Source: an optimization exercise on an open RTL-to-GDS flow (aim: small area). Production flows keep margins and buffers that such runs may drop. Only simulation tests tie the RTL to the original design; equivalence was not proved. Power and IR drop assume default switching activity. The flow treats the clock pin as an ideal source, which a real chip does not have.

## build 34
==> flow/design.v <==
package buf_ctrl_pkg;
   typedef enum logic [1:0] {
      PHASE_0 = 2'd0,
      PHASE_1 = 2'd1,
      PHASE_2 = 2'd2
   } tribuf_phase_t;
   typedef enum logic [1:0] {
      IBUF_IDLE   = 2'd0,
      IBUF_STREAM = 2'd1,
      IBUF_FULL   = 2'd2
   } ibuf_state_t;
endpackage
package sample_pkg;
   parameter int BFP_W = 6;
   typedef logic [BFP_W-1:0] sample_bw_t;
endpackage
module istream_writer #(
   parameter int FRAME_LEN = 16,
   localparam int AW = $clog2(FRAME_LEN)
) (
   input  logic          clk,
   input  logic          rst,
   input  logic          run,
   input  logic          sact_istream,
   output logic          wr_act,
   output logic [AW-1:0] wr_addr,
   output buf_ctrl_pkg::ibuf_state_t input_buffer_status
);
   buf_ctrl_pkg::ibuf_state_t state;
   buf_ctrl_pkg::ibuf_state_t state_n;
   logic [AW-1:0] cnt;
   logic last_sample;
   assign input_buffer_status = state;
   assign wr_act = sact_istream && (state == buf_ctrl_pkg::IBUF_STREAM);
   assign last_sample = (cnt == AW'(FRAME_LEN - 1));
   always_comb begin
      state_n = state;
      case (state)
         buf_ctrl_pkg::IBUF_IDLE: state_n = buf_ctrl_pkg::IBUF_STREAM;
         buf_ctrl_pkg::IBUF_STREAM: begin
            if (!run && wr_act && last_sample) begin
               state_n = buf_ctrl_pkg::IBUF_FULL;
            end
         end
         buf_ctrl_pkg::IBUF_FULL: begin
            if (run) begin
               state_n = buf_ctrl_pkg::IBUF_STREAM;
            end
         end
         default: state_n = buf_ctrl_pkg::IBUF_IDLE;
      endcase
   end
   always_ff @(posedge clk) begin
      if (rst) begin
         state <= buf_ctrl_pkg::IBUF_IDLE;
      end else begin
         state <= state_n;
      end
   end
   always_ff @(posedge clk) begin
      if (rst) begin
         cnt <= '0;
      end else if (run || state != buf_ctrl_pkg::IBUF_STREAM) begin
         cnt <= '0;
      end else if (wr_act) begin
         cnt <= cnt + 1'b1;
      end
   end
   always_comb begin
      for (int i = 0; i < AW; i++) begin
         wr_addr[i] = cnt[AW-1-i];
      end
   end
endmodule
module bfp_frame_scale #(
   parameter int DW = 16
) (
   input  logic                 clk,
   input  logic                 rst,
   input  logic                 run,
   input  logic                 sample_act,
   input  logic signed [DW-1:0] sample_real,
   input  logic signed [DW-1:0] sample_imag,
   output sample_pkg::sample_bw_t frame_bw
);
   localparam int BW = sample_pkg::BFP_W;
   logic [DW-2:0] sig_real;
   logic [DW-2:0] sig_imag;
   logic [DW-2:0] acc;
   logic [DW-2:0] acc_n;
   logic [BW-2:0] bw_q;
   logic [BW-2:0] bw_n;
   assign sig_real = sample_real[DW-2:0] ^ {(DW-1){sample_real[DW-1]}};
   assign sig_imag = sample_imag[DW-2:0] ^ {(DW-1){sample_imag[DW-1]}};
   assign acc_n = acc | ({(DW-1){sample_act}} & (sig_real | sig_imag));
   always_comb begin
      bw_n = (BW-1)'(1);
      for (int i = 0; i < DW - 1; i++) begin
         if (acc_n[i]) begin
            bw_n = (BW-1)'(i + 2);
         end
      end
   end
   always_ff @(posedge clk) begin
      if (rst || run) begin
         acc <= '0;
      end else begin
         acc <= acc_n;
      end
   end
   always_ff @(posedge clk) begin
      if (rst) begin
         bw_q <= (BW-1)'(1);
      end else if (run) begin
         bw_q <= bw_n;
      end
   end
   assign frame_bw = {1'b0, bw_q};
endmodule
module tribuf_arbiter #(
   parameter int FRAME_LEN = 16,
   parameter int DW = 16,
   localparam int AW = $clog2(FRAME_LEN)
) (
   input  logic                 clk,
   input  logic                 rst,
   input  logic                 run,
   input  logic                 wr_act,
   input  logic [AW-1:0]        wr_addr,
   input  logic signed [DW-1:0] wr_real,
   input  logic signed [DW-1:0] wr_imag,
   input  logic                 dmaact,
   input  logic [AW-1:0]        dmaa,
   output logic signed [DW-1:0] dmadr_real,
   output logic signed [DW-1:0] dmadr_imag
);
   localparam int NW = 3 * FRAME_LEN;
   logic [2:0] phase;
   logic [2:0] dma_bank;
   logic [2*DW-1:0] wdw;
   logic [2*DW-1:0] mem [NW];
   logic [NW-1:0] wsel;
   logic [NW-1:0] rsel;
   logic [2*DW-1:0] rd_word;
   logic [2*DW-1:0] rd_q;
   always_ff @(posedge clk) begin
      if (rst) begin
         phase <= 3'b001;
      end else if (run) begin
         phase <= {phase[1:0], phase[2]};
      end
   end
   assign dma_bank = {phase[1:0], phase[2]};
   assign wdw = {wr_imag, wr_real};
   always_comb begin
      for (int b = 0; b < 3; b++) begin
         for (int i = 0; i < FRAME_LEN; i++) begin
            wsel[b*FRAME_LEN+i] = wr_act && phase[b] && (wr_addr == AW'(i));
            rsel[b*FRAME_LEN+i] = !rst && dma_bank[b] && (dmaa == AW'(i));
         end
      end
   end
   for (genvar w = 0; w < NW; w++) begin : g_word
      always_ff @(posedge clk) begin
         if (wsel[w]) begin
            mem[w] <= wdw;
         end
      end
   end
   logic [2*DW-1:0] term_n [NW/3];
   for (genvar g = 0; g < NW / 3; g++) begin : g_term
      for (genvar k = 0; k < 2 * DW; k++) begin : g_bit
         rd_term3 u_term (
            .s0 (rsel[3*g]),
            .s1 (rsel[3*g+1]),
            .s2 (rsel[3*g+2]),
            .d0 (mem[3*g][k]),
            .d1 (mem[3*g+1][k]),
            .d2 (mem[3*g+2][k]),
            .y_n (term_n[g][k])
         );
      end
   end
   always_comb begin
      rd_word = '1;
      for (int g = 0; g < NW / 3; g++) begin
         rd_word = rd_word & term_n[g];
      end
      rd_word = ~rd_word;
   end
   always_ff @(posedge clk) begin
      if (rst || dmaact) begin
         rd_q <= rd_word;
      end
   end
   assign {dmadr_imag, dmadr_real} = rd_q;
endmodule
module rd_term3 (
   input  logic s0,
   input  logic s1,
   input  logic s2,
   input  logic d0,
   input  logic d1,
   input  logic d2,
   output logic y_n
);
   assign y_n = ~((s0 & d0) | (s1 & d1) | (s2 & d2));
endmodule
module fft_buf_top #(
   parameter int FRAME_LEN = 16,
   parameter int DW = 16,
   localparam int AW = $clog2(FRAME_LEN)
) (
   input  logic                 clk,
   input  logic                 rst,
   input  logic                 run,
   input  logic                 sact_istream,
   input  logic signed [DW-1:0] sdw_istream_real,
   input  logic signed [DW-1:0] sdw_istream_imag,
   input  logic                 dmaact,
   input  logic [AW-1:0]        dmaa,
   output logic signed [DW-1:0] dmadr_real,
   output logic signed [DW-1:0] dmadr_imag,
   output logic [1:0]           input_buffer_status,
   output logic [5:0]           frame_bw
);
   logic wr_act;
   logic [AW-1:0] wr_addr;
   istream_writer #(
      .FRAME_LEN (FRAME_LEN)
   ) u_writer (
      .clk                 (clk),
      .rst                 (rst),
      .run                 (run),
      .sact_istream        (sact_istream),
      .wr_act              (wr_act),
      .wr_addr             (wr_addr),
      .input_buffer_status (input_buffer_status)
   );
   bfp_frame_scale #(
      .DW (DW)
   ) u_scale (
      .clk         (clk),
      .rst         (rst),
      .run         (run),
      .sample_act  (wr_act),
      .sample_real (sdw_istream_real),
      .sample_imag (sdw_istream_imag),
      .frame_bw    (frame_bw)
   );
   tribuf_arbiter #(
      .FRAME_LEN (FRAME_LEN),
      .DW        (DW)
   ) u_arbiter (
      .clk        (clk),
      .rst        (rst),
      .run        (run),
      .wr_act     (wr_act),
      .wr_addr    (wr_addr),
      .wr_real    (sdw_istream_real),
      .wr_imag    (sdw_istream_imag),
      .dmaact     (dmaact),
      .dmaa       (dmaa),
      .dmadr_real (dmadr_real),
      .dmadr_imag (dmadr_imag)
   );
endmodule
==> flow/config.mk <==
export PLATFORM = sky130hd
export DESIGN_NAME = fft_buf_top
export DESIGN_NICKNAME = fft_buf_top
export VERILOG_FILES = /design/flow/design.v
export SDC_FILE = /design/flow/constraint.sdc
export NUM_CORES = 4
export LEC_CHECK = 0
export CAP_MARGIN = 5
export CORE_MARGIN = 2
export CORE_UTILIZATION = 40
export SLEW_MARGIN = 5
export SYNTH_HIERARCHICAL = 1
export SYNTH_MINIMUM_KEEP_SIZE = 0
==> flow/constraint.sdc <==
create_clock -name core_clock -period 6.0 [get_ports {clk}]
set_input_delay 1.2000 -clock core_clock [delete_from_list [all_inputs] [get_ports {clk}]]
set_output_delay 1.2000 -clock core_clock [all_outputs]
set_load 0.01 [all_outputs]
standard.sh (not shown) runs the stock make flow with config.mk's settings and CLKGATE_MAP_FILE= SYNTH_SCRIPT=/design/flow/synth_recipe.tcl, a recipe that flattens the netlist after the stock synthesis.
==> flow/flow/run.sh <==
#!/bin/bash
# Standard layout, with a clock tree built from fewer, larger sink clusters
# and without dummy loads, and the smallest buffer on each port.
set -euo pipefail
export CTS_ARGS="-sink_clustering_enable -repair_clock_nets -dont_use_dummy_load -sink_clustering_size 30 -sink_clustering_max_diameter 120"
export BUFFER_PORTS_ARGS="-buffer_cell sky130_fd_sc_hd__buf_1"
bash standard.sh > standard_flow.log 2>&1
diff inputs: build 34 => build 50
Settings: swapping 5 for 20 in CAP_MARGIN; swapping 5 for 20 in SLEW_MARGIN.
==> flow/flow/run.sh <==
#!/bin/bash
# Standard layout, with a clock tree built from fewer, larger sink clusters
# and without dummy loads.
set -euo pipefail
export CTS_ARGS="-sink_clustering_enable -repair_clock_nets -dont_use_dummy_load -sink_clustering_size 30 -sink_clustering_max_diameter 120"
bash standard.sh > standard_flow.log 2>&1
==> comparison <==
- When build 50 is set beside build 34, its sequential share of layout area turns out to be 0.66 points smaller.
- Looking at endpoint of the worst setup timing path, the u_arbiter.rd_q[28] result is from build 50; the u_arbiter.rd_q[17] one comes from build 34.
- Between build 34 and build 50, total buffers and inverters traversed by the critical path increased.
- Going from build 34 to build 50, the delay of the slowest cell on the worst path was found to have gone down by 0.11 ns.
- Global-route wire length before repair, build 50 vs build 34: down slightly
- On layout buffer count excluding clock buffers: between build 50 and build 34, it ends up higher for build 50.
- Build 50: critical path depth is 1 higher than what build 34 reported.
- Delta (build 50 minus build 34): routed wire length went down, top achievable clock speed shows a reduction of 4.5%, time the worst path needs with I/O delays and setup went up 0.21 ns, max-slew violation count comparable.
- Smallest setup slack after layout, build 50 and build 34, higher one = build 34.
- Build 50: complete, dirty (antenna rules)
Relative to build 50, the following input files were edited for build 7:
==> flow/run.sh (new file) <==
#!/bin/bash
# synth_recipe.tcl (not shown) runs the flow's synth.tcl, then flattens the netlist and writes it again
# the make line also repeats each setting of config.mk as NAME=value (left out here)
make -C /OpenROAD-flow-scripts/flow DESIGN_CONFIG=/design/flow/config.mk WORK_HOME=/design/flow/orfs CLKGATE_MAP_FILE= SYNTH_SCRIPT=/design/flow/synth_recipe.tcl finish
removed: flow/flow/run.sh
removed: flow/standard.sh
Results
- Build 7 vs. build 50: area added between synthesis and finish went up by 6.5 points.
- Cmp build 7 vs build 50: global routing usage on met1 higher in build 7
- The lower power after layout came out of build 50.
- Build 7 completed; timing, DRC and antenna clean
- Ratio of total power to cell area, build 7 vs build 50: up by more than 10%
- Build 7 — part of the cycle the worst path needs 1.6 points lower, build 50 as reference
- Looking at final standard cell utilization of the core, build 7 sits 2.6 points higher than build 50 does.
> inputs changed (build 7 -> build 74)
Settings: CAP_MARGIN changed from 20 to 5; CORE_UTILIZATION changed from 40 to 50; SLEW_MARGIN changed from 20 to 5.
==> flow/flow/run.sh (new file) <==
#!/bin/bash
# Standard layout, with a clock tree built from fewer, larger sink clusters
# and without dummy loads, and the smallest buffer on each port.
set -euo pipefail
export CTS_ARGS="-sink_clustering_enable -repair_clock_nets -dont_use_dummy_load -sink_clustering_size 30 -sink_clustering_max_diameter 90"
export BUFFER_PORTS_ARGS="-buffer_cell sky130_fd_sc_hd__buf_1"
bash standard.sh > standard_flow.log 2>&1
==> flow/standard.sh (new file) <==
#!/bin/bash
# synth_recipe.tcl (not shown) runs the flow's synth.tcl, then flattens the netlist and writes it again
# the make line also repeats each setting of config.mk as NAME=value (left out here)
make -C /OpenROAD-flow-scripts/flow DESIGN_CONFIG=/design/flow/config.mk WORK_HOME=/design/flow/orfs CLKGATE_MAP_FILE= SYNTH_SCRIPT=/design/flow/synth_recipe.tcl "${@:-finish}"
removed: flow/run.sh
Findings:
- Every run (build 74 and build 7) finished clean.
- Per the comparison of build 74 with build 7, final net count went down by 3.6%, fraction of power consumed by sequential logic moved up.
- Internal power summed over all cells: lower on build 74
> inputs changed (build 74 -> build 46)
Settings: changing CORE_UTILIZATION from 50 to 60.
==> comparison <==
Build 74 has higher wire length than build 46.
Between build 46 and build 74, the difference in required time of the critical path is negligible.
In build 46 the global-route wire length before repair turned out 2.6% lower than in build 74.
NOTE: filler-free cell count of the finished design in build 46 falls short of that of build 74
Build 46 improves on build 74 in clock period minus worst slack.
Looking at cell count after placement across build 46 and build 74, the one that comes out lower is build 46.
Fraction of power spent switching nets essentially unchanged between build 74 and build 46.
Sequential cell fraction of total power | build 46 above build 74
met1 layer wirelength in the final routing for build 46: 3.8% down relative to build 74
Die: build 46 smaller than build 74
The following lists how build 10 was set up differently from build 46:
Settings: CORE_UTILIZATION changed from 60 to 50; SLEW_MARGIN changed from 5 to 0; CAP_MARGIN changed from 5 to 0.
==> results.txt <==
Build 10: all stages done; final checks FAILED (antenna rules).
In build 10 relative to build 46, vias per cell had gone down by a few percent.
On core region area: build 10 sits above build 46.
Build 10 vs build 46, wire length on met2 went up by about 4.7%.
Wire length came out higher on build 10 than on build 46.
The upper clock frequency limit number comes out higher for build 46 vs build 10.

---

Starts from the design.v that is shown in full above.
==> flow/config.mk <==
export PLATFORM = sky130hd
export DESIGN_NAME = fft_buf_top
export DESIGN_NICKNAME = fft_buf_top
export VERILOG_FILES = /design/flow/design.v
export SDC_FILE = /design/flow/constraint.sdc
export NUM_CORES = 4
export LEC_CHECK = 0
export CAP_MARGIN = 5
export CORE_MARGIN = 2
export CORE_UTILIZATION = 50
export SLEW_MARGIN = 5
export SYNTH_HIERARCHICAL = 1
export SYNTH_MINIMUM_KEEP_SIZE = 0
==> flow/constraint.sdc <==
create_clock -name core_clock -period 6.0 [get_ports {clk}]
set_input_delay 1.2000 -clock core_clock [delete_from_list [all_inputs] [get_ports {clk}]]
set_output_delay 1.2000 -clock core_clock [all_outputs]
set_load 0.01 [all_outputs]
==> flow/flow/run.sh <==
#!/bin/bash
# Standard layout, with a clock tree built from fewer, larger sink clusters
# and without dummy loads, and the smallest buffer on each port.
set -euo pipefail
export CTS_ARGS="-sink_clustering_enable -repair_clock_nets -dont_use_dummy_load -sink_clustering_size 20 -sink_clustering_max_diameter 80"
export BUFFER_PORTS_ARGS="-buffer_cell sky130_fd_sc_hd__buf_1"
bash standard.sh > standard_flow.log 2>&1
Edit:
==> flow/flow/run.sh (replaced) <==
#!/bin/bash
# Standard layout, with a clock tree built from fewer, larger sink clusters
# and without dummy loads, and the smallest buffer on each port.
set -euo pipefail
export CTS_ARGS="-sink_clustering_enable -repair_clock_nets -dont_use_dummy_load -sink_clustering_size 30 -sink_clustering_max_diameter 90"
export BUFFER_PORTS_ARGS="-buffer_cell sky130_fd_sc_hd__buf_1"
bash standard.sh > standard_flow.log 2>&1
CORE_UTILIZATION = 70   (was 50)
Critical path depth is lower by 1.
Routed wire length decreases by a few percent.
Cell area shrinks by a few percent.
Edit:
CORE_UTILIZATION = 50   (was 70)
GPL_TIMING_DRIVEN = 0   (was default)
=> Die area went up by 39%. Non-clock buffer count grows by 77. Clock-buffer cell count stays the same. Routed wire length goes up by 0.94%. Power stays flat. Clock skew goes down by 0.048 ns. Worst hold slack loses 0.0042 ns. Utilization shrinks by 19 points.

==> re-timing with driven ports <==
Ports are ideal in the flow. The routed layouts listed here were re-timed in OpenROAD.
Step 1 sets driving cells, clkbuf_16 on the clock port and buf_2 on the other inputs (assumed; they add their load-dependent delay and slew).
Step 2 times the ports against the registers' clock, not the clock port: input delays grow and output delays shrink by t, the midpoint of the rising clock arrivals with the driver on.
Three values: ideal ports, drivers, drivers and shift; two values: the first two.
run	t (ns)	setup WS [ns]	worst setup path at the end
build 34	0.782	1.589 / 1.633 / 0.851	input to register
build 50	0.755	1.379 / 1.370 / 0.615	input to register
build 7	0.845	1.477 / 1.450 / 0.605	input to register
build 74	0.782	1.327 / 1.355 / 0.573	input to register
build 46	0.764	1.664 / 1.715 / 0.951	input to register
build 10	0.779	1.296 / 1.322 / 0.543	input to register
the first run of note 2	0.743	1.288 / 1.305 / 0.562	input to register
the second run of note 2	0.732	1.853 / 1.898 / 1.166	input to register
the third run of note 2	0.785	1.018 / 1.068 / 0.283	input to register
The setup slack of build 7, which loses most, moves by -0.027 ns with the drivers and by -0.872 ns with both steps.
